What follows belongs to an exercise in optimizing a design on an open flow for small area, a short achievable clock period and few clock cycles; a production flow would make more cautious choices.
Function was checked by simulation only, so behaviour that the tests miss may differ from the original.
No activity file was given, so power comes from the tool's default toggle rates.

run 1:
==> flow/design.v (excerpt) <==
module exe_top (
    input  logic                    clk,
    input  logic                    rst,
    input  logic                    i_valid,
    input  logic [1:0]              i_fu_sel,
    input  logic [3:0]              i_op,
    input  logic [32-1:0]    i_src_a,
    input  logic [32-1:0]    i_src_b,
    input  logic [3-1:0]   i_tag,
    input  logic [7-1:0]    i_rd,
    output logic                    o_ready,
    output logic                    o_wb_valid,
    output logic [32-1:0]    o_wb_data,
    output logic [3-1:0]   o_wb_tag,
    output logic [7-1:0]    o_wb_rd
);
    exe_stage stage_i (
        .clk        (clk),
        .rst        (rst),
        .i_valid    (i_valid),
        .i_fu_sel   (i_fu_sel),
        .i_op       (i_op),
        .i_src_a    (i_src_a),
        .i_src_b    (i_src_b),
        .i_tag      (i_tag),
        .i_rd       (i_rd),
        .o_ready    (o_ready),
        .o_wb_valid (o_wb_valid),
        .o_wb_data  (o_wb_data),
        .o_wb_tag   (o_wb_tag),
        .o_wb_rd    (o_wb_rd)
    );
endmodule
Settings: LEC_CHECK=0, CAP_MARGIN=20, CORE_MARGIN=2, CORE_UTILIZATION=55, SETUP_SLACK_MARGIN=5, SLEW_MARGIN=20; clock period 10.5 ns.
run.sh (not shown) runs the stock make flow with config.mk's settings and CLKGATE_MAP_FILE= SYNTH_SCRIPT=/design/flow/synth_recipe.tcl, a recipe that flattens the netlist after the stock synthesis.
Testbench counts of run 1, summed over its fixed seeds: cycles 3,662.
The inputs of run 2 differ from those of run 1 as listed below.
- putting CTS_CLUSTER_SIZE at 30 where nothing was set
- putting CTS_CLUSTER_DIAMETER at 80 where nothing was set
==> flow/flow/run.sh (new file) <==
#!/bin/bash
set -euo pipefail
bash standard.sh SETUP_SLACK_MARGIN=6.5 "BUFFER_PORTS_ARGS=-buffer_cell sky130_fd_sc_hd__buf_2" finish > standard_flow.log 2>&1
==> flow/standard.sh (new file) <==
#!/bin/bash
# synth_recipe.tcl (not shown) runs the flow's synth.tcl, then flattens the netlist and writes it again
# the make line also repeats each setting of config.mk as NAME=value (left out here)
make -C /OpenROAD-flow-scripts/flow DESIGN_CONFIG=/design/flow/config.mk WORK_HOME=/design/flow/orfs CLKGATE_MAP_FILE= SYNTH_SCRIPT=/design/flow/synth_recipe.tcl "${@:-finish}"
removed: flow/run.sh
[summary]
Delta (run 2 minus run 1): post-CTS repair timing setup buffer count shows an increase of 39; post-layout instance area shows an increase of about 2.2%; fmax shows an increase of 26%; required time at the endpoint of the critical path shows a reduction of 0.07 ns; wire length of the first global-routing pass shows an increase of 8.2 mm.
Going from run 1 to run 2, the total power was found to have gone up by 2.1%.
Relative to run 1, leakage power total has increased by 0.59 nW in run 2.
As far as total number of tap cells goes, run 1 and run 2 are indistinguishable; the numbers are identical.
The non-clock buffer contribution to total cell area of run 2 exceeds that of run 1 by 1.3 points.
Taking run 1 as the reference point, the proportion of power drawn by flip-flops and latches of run 2 falls by 0.5 points.
Post-route non-filler standard cell count (run 2 vs. run 1) increases slightly
Input-level comparison between run 3 and run 2:
- ABC_AREA: unset -> 1
==> flow/flow/run.sh <==
#!/bin/bash
set -euo pipefail
bash standard.sh SETUP_SLACK_MARGIN=6.7 "BUFFER_PORTS_ARGS=-buffer_cell sky130_fd_sc_hd__buf_2" finish > standard_flow.log 2>&1
### Flow results
- Run 3 has completed all stages; timing, DRC and antenna checks passed.
- What run 2 reported for number of non-clock buffers has to be multiplied by 1.4 to get the figure for run 3.
- On logic depth of the worst register-to-register path: run 3 sits above run 2.
- From run 2 to run 3 the numbers moved as follows: multi-input logic portion of the cell area -4.3 points; shortest clock period the worst path allows after layout -0.12 ns.
- Between run 2 and run 3, the final hold slack figures differ only marginally.
- Wire length of the first global-routing pass grows by a few percent when moving from run 2 to run 3.
- Run 3 vs. run 2: global-route usage went up by 3.0 points.
- Run 3 ends up with lower maximum fanout along the worst path than run 2 does.
- In the metrics for run 3 and run 2, the one carrying the higher cell area after layout is run 3.
- Cmp run 3 vs run 2: fmax higher in run 3

-- re-timing with driven ports --
How much do the figures lean on ideal ports? The routed layouts below were timed once more, with nothing changed but the port constraints. Step 1, drivers: a clkbuf_16 drives clk and a buf_2 each remaining input, both assumed. Step 2 moves the port delays by t, midway between the first and last clock arrival at a register: inputs arrive t later, outputs are due t later. That takes back most of the time a late clock gives input paths. Slacks: ideal ports / drivers / drivers and shift; pairs: ideal ports / drivers.
run	t (ns)	setup WS [ns]	latest minus earliest clock arrival (ns)	worst data-port slew with drivers (ns)
run 1	0.758	5.363 / 5.422 / 4.664	0.056 / 0.056	0.06
run 2	0.748	6.437 / 6.437 / 5.839	0.045 / 0.045	0.08
run 3	0.756	6.556 / 6.556 / 5.974	0.049 / 0.049	0.06
After both steps every run listed still meets setup and hold. The setup slack of run 1, which loses most, moves by +0.059 ns with the drivers and by -0.699 ns with both steps.
